This is an optimization exercise on Yosys and OpenROAD, whose aim is small area and few clock cycles, not a production implementation. The RTL was checked by simulation tests, not by an equivalence proof against the original design.

==> flow/design.v <==
package lpse_pkg;
	localparam logic       CFG_HUE_MODE  = 1'b0;
	localparam logic       CFG_GRB_ORDER = 1'b1;
	localparam logic [7:0] HUE_SPAN      = 8'd43;
	localparam logic [3:0] LAST_PIX_IDX  = 4'd11;
	localparam logic [3:0] LAST_LATCH_IDX = 4'd14;
	localparam logic [3:0] LAST_STEP     = 4'd11;
endpackage
module led_pixel_spi_encoder_core (
	input  logic                 clk,
	input  logic                 arst_n,
	input  logic                 psel,
	input  logic                 penable,
	input  logic                 pwrite,
	input  logic [2:0]           paddr,
	input  logic [31:0]          pwdata,
	output logic [31:0]          prdata,
	output logic                 pready,
	input  logic                 pix_valid,
	output logic                 pix_stall,
	input  logic [24:0]          pix,
	output logic                 spi_valid,
	input  logic                 spi_stall,
	output logic [8:0]           spi
);
	logic hue_mode_q, grb_order_q;
	assign pready = 1'b1;
	always_ff @(posedge clk or negedge arst_n) begin
		if (!arst_n) begin
			hue_mode_q  <= 1'b0;
			grb_order_q <= 1'b1;
		end else if (psel && penable && pwrite) begin
			if (paddr[2] == lpse_pkg::CFG_GRB_ORDER) grb_order_q <= pwdata[0];
			else                                     hue_mode_q  <= pwdata[0];
		end
	end
	assign prdata = {31'd0, (paddr[2] == lpse_pkg::CFG_GRB_ORDER) ? grb_order_q : hue_mode_q};
	logic [7:0] h_i, s_i, v_i;
	logic       last_i;
	assign h_i    = pix[24:17];
	assign s_i    = pix[16:9];
	assign v_i    = pix[8:1];
	assign last_i = pix[0];
	logic [2:0] rgn;
	logic [7:0] rem, rem_sel, rem_q;
	function automatic logic ge_const(input logic [7:0] a, input logic [7:0] k);
		logic g;
		g = 1'b1;
		for (int i = 0; i < 8; i++) g = k[i] ? (a[i] && g) : (a[i] || g);
		ge_const = g;
	endfunction
	function automatic logic [9:0] add3(input logic [9:0] a, input logic [9:0] b,
			input logic [9:0] c);
		logic [9:0] s, cy, r;
		logic       k;
		s  = a ^ b ^ c;
		cy = {((a[8:0] & b[8:0]) | (a[8:0] & c[8:0]) | (b[8:0] & c[8:0])), 1'b0};
		k  = 1'b0;
		for (int i = 0; i < 10; i++) begin
			r[i] = s[i] ^ cy[i] ^ k;
			k    = (s[i] & cy[i]) | (s[i] & k) | (cy[i] & k);
		end
		add3 = r;
	endfunction
	function automatic logic [9:0] add3_csel(input logic [9:0] a, input logic [9:0] b,
			input logic [9:0] c);
		logic [9:0] s, cy, r, r0, r1;
		logic       k, k0, k1;
		s  = a ^ b ^ c;
		cy = {((a[8:0] & b[8:0]) | (a[8:0] & c[8:0]) | (b[8:0] & c[8:0])), 1'b0};
		k  = 1'b0;
		for (int i = 0; i < 6; i++) begin
			r[i] = s[i] ^ cy[i] ^ k;
			k    = (s[i] & cy[i]) | (s[i] & k) | (cy[i] & k);
		end
		k0 = 1'b0;
		k1 = 1'b1;
		r0 = '0;
		r1 = '0;
		for (int i = 6; i < 10; i++) begin
			r0[i] = s[i] ^ cy[i] ^ k0;
			k0    = (s[i] & cy[i]) | (s[i] & k0) | (cy[i] & k0);
			r1[i] = s[i] ^ cy[i] ^ k1;
			k1    = (s[i] & cy[i]) | (s[i] & k1) | (cy[i] & k1);
		end
		r[9:6] = k ? r1[9:6] : r0[9:6];
		add3_csel = r;
	endfunction
	logic [4:0] ge;
	logic [6:0] neg_rgn;
	logic [9:0] rem3;
	always_comb begin
		ge[0] = ge_const(h_i, 8'(1 * lpse_pkg::HUE_SPAN));
		ge[1] = ge_const(h_i, 8'(2 * lpse_pkg::HUE_SPAN));
		ge[2] = ge_const(h_i, 8'(3 * lpse_pkg::HUE_SPAN));
		ge[3] = ge_const(h_i, 8'(4 * lpse_pkg::HUE_SPAN));
		ge[4] = ge_const(h_i, 8'(5 * lpse_pkg::HUE_SPAN));
		rgn[2] = ge[3];
		rgn[1] = ge[1] && !ge[3];
		rgn[0] = (ge[0] && !ge[1]) || (ge[2] && !ge[3]) || ge[4];
		unique case (rgn)
			3'd0:    neg_rgn = 7'd0;
			3'd1:    neg_rgn = 7'd127;
			3'd2:    neg_rgn = 7'd126;
			3'd3:    neg_rgn = 7'd125;
			3'd4:    neg_rgn = 7'd124;
			default: neg_rgn = 7'd123;
		endcase
		rem3    = add3({3'd0, h_i[6:0]}, {3'd0, h_i[5:0], 1'b0}, {3'd0, neg_rgn});
		rem     = {rem3[6:0], 1'b0};
		rem_sel = rgn[0] ? rem : ~rem;
	end
	always_ff @(posedge clk) begin
		rem_q <= rem_sel;
	end
	logic        busy_q, last_q, ok_q;
	logic [3:0]  cnt_q;
	logic [23:0] word_q;
	logic [7:0]  acc_q;
	logic        adv, ok, fin, ser_done, take, conv, wr;
	logic [3:0]  cnt_inc;
	logic        cnt_ge11;
	assign cnt_inc  = {cnt_q[3] ^ (&cnt_q[2:0]), cnt_q[2] ^ (&cnt_q[1:0]), cnt_q[1] ^ cnt_q[0], !cnt_q[0]};
	assign cnt_ge11 = cnt_q[3] && (cnt_q[2] || (cnt_q[1] && cnt_q[0]));
	assign fin      = (cnt_q == (last_q ? lpse_pkg::LAST_LATCH_IDX : lpse_pkg::LAST_PIX_IDX));
	assign ser_done = busy_q && !spi_stall && fin;
	assign ok       = (cnt_q == 4'd0) ? pix_valid : ok_q;
	assign conv     = !hue_mode_q || (ok && cnt_ge11);
	assign take     = pix_valid && conv && (busy_q ? ser_done : 1'b1);
	assign pix_stall = !take;
	assign adv      = busy_q ? !spi_stall : (pix_valid && hue_mode_q);
	assign wr       = adv && hue_mode_q && !cnt_ge11;
	always_ff @(posedge clk or negedge arst_n) begin
		if (!arst_n) begin
			busy_q <= 1'b0;
			cnt_q  <= '0;
		end else if (take) begin
			busy_q <= 1'b1;
			cnt_q  <= '0;
		end else if (ser_done || (!busy_q && !pix_valid)) begin
			busy_q <= 1'b0;
			cnt_q  <= '0;
		end else if (adv) begin
			cnt_q  <= cnt_inc;
		end
	end
	always_ff @(posedge clk) begin
		if (take) begin
			last_q <= last_i;
			ok_q   <= 1'b0;
		end else if (ser_done || (!busy_q && !pix_valid)) begin
			ok_q   <= 1'b0;
		end else if (adv) begin
			ok_q   <= ok;
		end
	end
	logic [1:0] ph, pr;
	logic [7:0] mcand, mplier, acc_in, prod;
	logic [1:0] mbits;
	logic [9:0] sum;
	always_comb begin
		ph = cnt_q[3] ? 2'd2 : {1'b0, cnt_q[2]};
		pr = (cnt_q[3] && cnt_q[2]) ? 2'd3 : cnt_q[1:0];
		unique case (ph)
			2'd0:    begin mcand = v_i;   mplier = ~s_i;          acc_in = acc_q;        end
			2'd1:    begin mcand = rem_q; mplier = s_i;           acc_in = word_q[23:16]; end
			default: begin mcand = v_i;   mplier = ~word_q[23:16]; acc_in = word_q[15:8];  end
		endcase
		if (pr == 2'd0) acc_in = 8'd0;
		mbits = mplier[{pr, 1'b0} +: 2];
		sum   = add3_csel({2'b00, acc_in}, {2'b00, mcand & {8{mbits[0]}}},
			{1'b0, mcand & {8{mbits[1]}}, 1'b0});
		prod  = sum[9:2];
	end
	always_ff @(posedge clk) begin
		if (wr && ph == 2'd0) acc_q <= prod;
	end
	logic [7:0] r_n, g_n, b_n, p_n, qt_n;
	logic [23:0] word_n;
	assign p_n  = acc_q;
	assign qt_n = prod;
	always_comb begin
		r_n = h_i;
		g_n = s_i;
		b_n = v_i;
		if (hue_mode_q) begin
			if (s_i == 8'd0) begin
				r_n = v_i; g_n = v_i; b_n = v_i;
			end else begin
				unique case (rgn)
					3'd0:    begin r_n = v_i;  g_n = qt_n; b_n = p_n;  end
					3'd1:    begin r_n = qt_n; g_n = v_i;  b_n = p_n;  end
					3'd2:    begin r_n = p_n;  g_n = v_i;  b_n = qt_n; end
					3'd3:    begin r_n = p_n;  g_n = qt_n; b_n = v_i;  end
					3'd4:    begin r_n = qt_n; g_n = p_n;  b_n = v_i;  end
					default: begin r_n = v_i;  g_n = p_n;  b_n = qt_n; end
				endcase
			end
		end
		word_n = grb_order_q ? {g_n, r_n, b_n} : {r_n, g_n, b_n};
	end
	always_ff @(posedge clk) begin
		if (take) begin
			word_q <= word_n;
		end else if (wr && ph == 2'd1) begin
			word_q[23:16] <= prod;
		end else if (wr && ph == 2'd2) begin
			word_q[15:8] <= prod;
		end
	end
	logic [1:0] bits;
	logic       latch_byte;
	always_comb begin
		unique case (cnt_q)
			4'd0:    bits = word_q[23:22];
			4'd1:    bits = word_q[21:20];
			4'd2:    bits = word_q[19:18];
			4'd3:    bits = word_q[17:16];
			4'd4:    bits = word_q[15:14];
			4'd5:    bits = word_q[13:12];
			4'd6:    bits = word_q[11:10];
			4'd7:    bits = word_q[9:8];
			4'd8:    bits = word_q[7:6];
			4'd9:    bits = word_q[5:4];
			4'd10:   bits = word_q[3:2];
			4'd11:   bits = word_q[1:0];
			default: bits = 2'b00;
		endcase
	end
	assign latch_byte = cnt_q[3] && cnt_q[2];
	assign spi_valid  = busy_q;
	assign spi = {!latch_byte, bits[1], 2'b00, !latch_byte, bits[0],
		2'b00, fin};
endmodule
==> flow/config.mk <==
export PLATFORM = sky130hd
export DESIGN_NAME = led_pixel_spi_encoder_core
export DESIGN_NICKNAME = led_pixel_spi_encoder_core
export VERILOG_FILES = /design/flow/design.v
export SDC_FILE = /design/flow/constraint.sdc
export NUM_CORES = 4
export LEC_CHECK = 0
export CAP_MARGIN = 20
export CORE_MARGIN = 2
export CORE_UTILIZATION = 50
export CTS_BUF_LIST = sky130_fd_sc_hd__clkbuf_8
export PLACE_DENSITY = 0.8
export SETUP_SLACK_MARGIN = 0.1
export SLEW_MARGIN = 20
==> flow/constraint.sdc <==
create_clock -name core_clock -period 5.5 [get_ports {clk}]
set_input_delay 1.1000 -clock core_clock [delete_from_list [all_inputs] [get_ports {clk}]]
set_output_delay 1.1000 -clock core_clock [all_outputs]
set_load 0.01 [all_outputs]
standard.sh (not shown) runs the stock make flow with config.mk's settings and CLKGATE_MAP_FILE= SYNTH_SCRIPT=/design/flow/synth_recipe.tcl, a recipe that flattens the netlist after the stock synthesis.
==> flow/flow/run.sh <==
#!/bin/bash
# Standard ORFS layout with two changes: the port buffers use the smallest buffer cell, and
# clock tree synthesis inserts no dummy loads.
set -euo pipefail
export BUFFER_PORTS_ARGS="-buffer_cell sky130_fd_sc_hd__buf_1"
export CTS_ARGS="-sink_clustering_enable -repair_clock_nets -buf_list sky130_fd_sc_hd__clkbuf_8 -dont_use_dummy_load"
bash standard.sh > standard_flow.log 2>&1
Testbench counts at the start, summed over its fixed seeds: cycles 26,240.
Change:
==> flow/flow/run.sh (replaced) <==
#!/bin/bash
# Standard ORFS layout, with the port buffers made from the smallest buffer cell.
set -euo pipefail
export BUFFER_PORTS_ARGS="-buffer_cell sky130_fd_sc_hd__buf_1"
bash standard.sh > standard_flow.log 2>&1
--- a/flow/config.mk
+++ b/flow/config.mk
@@ -9,6 +9,6 @@
 export CORE_MARGIN = 2
-export CORE_UTILIZATION = 50
+export CORE_UTILIZATION = 60
 export CTS_BUF_LIST = sky130_fd_sc_hd__clkbuf_8
-export PLACE_DENSITY = 0.8
-export SETUP_SLACK_MARGIN = 0.1
+export PLACE_DENSITY = 0.85
+export SETUP_SLACK_MARGIN = 0.15
 export SLEW_MARGIN = 20
Effect: With this change the flow produced a layout that fails on setup timing. Worst setup slack is worse by 0.24 ns. Cell area grows slightly. Final cell count shrinks by a few percent. Clock skew barely changes. First-iteration DRC count grows by well over a third. Routed wire length grows by a few percent.
Change:
--- a/flow/config.mk
+++ b/flow/config.mk
@@ -9,5 +9,4 @@
 export CORE_MARGIN = 2
-export CORE_UTILIZATION = 60
+export CORE_UTILIZATION = 40
 export CTS_BUF_LIST = sky130_fd_sc_hd__clkbuf_8
-export PLACE_DENSITY = 0.85
 export SETUP_SLACK_MARGIN = 0.15
Now the flow finished with timing, DRC and antenna clean. Area after synthesis is unchanged. Routed wire length climbs slightly. Count of clock-buffer cells in the layout climbs by 1. Final cell count climbs by a few percent.

-- separate check: timing with driven ports --
Ports are ideal in the flow. The routed layouts listed here were re-timed in OpenROAD. Step 1, drivers: a clkbuf_16 drives clk and a buf_2 each remaining input, both assumed. Step 2 times the ports against the registers' clock, not the clock port: input delays grow and output delays shrink by t, the midpoint of the rising clock arrivals with the driver on. a / b / c = ideal ports / drivers / drivers and shift; a / b = the first two.
| run | t (ns) | setup slack, ns | worst register clock-pin slew, ns |
|---|---|---|---|
| the first run | 0.331 | 0.195 / 0.202 / -0.129 | 0.09 / 0.09 |
| the second run | 0.347 | -0.049 / -0.036 / -0.383 | 0.10 / 0.10 |
| the third run | 0.342 | 0.157 / 0.168 / -0.174 | 0.10 / 0.10 |
With both steps, setup timing fails in the first run and the third run, where it was met with ideal ports. For the second run, which loses most, drivers alone change the setup slack by +0.013 ns; drivers and shift together by -0.334 ns.
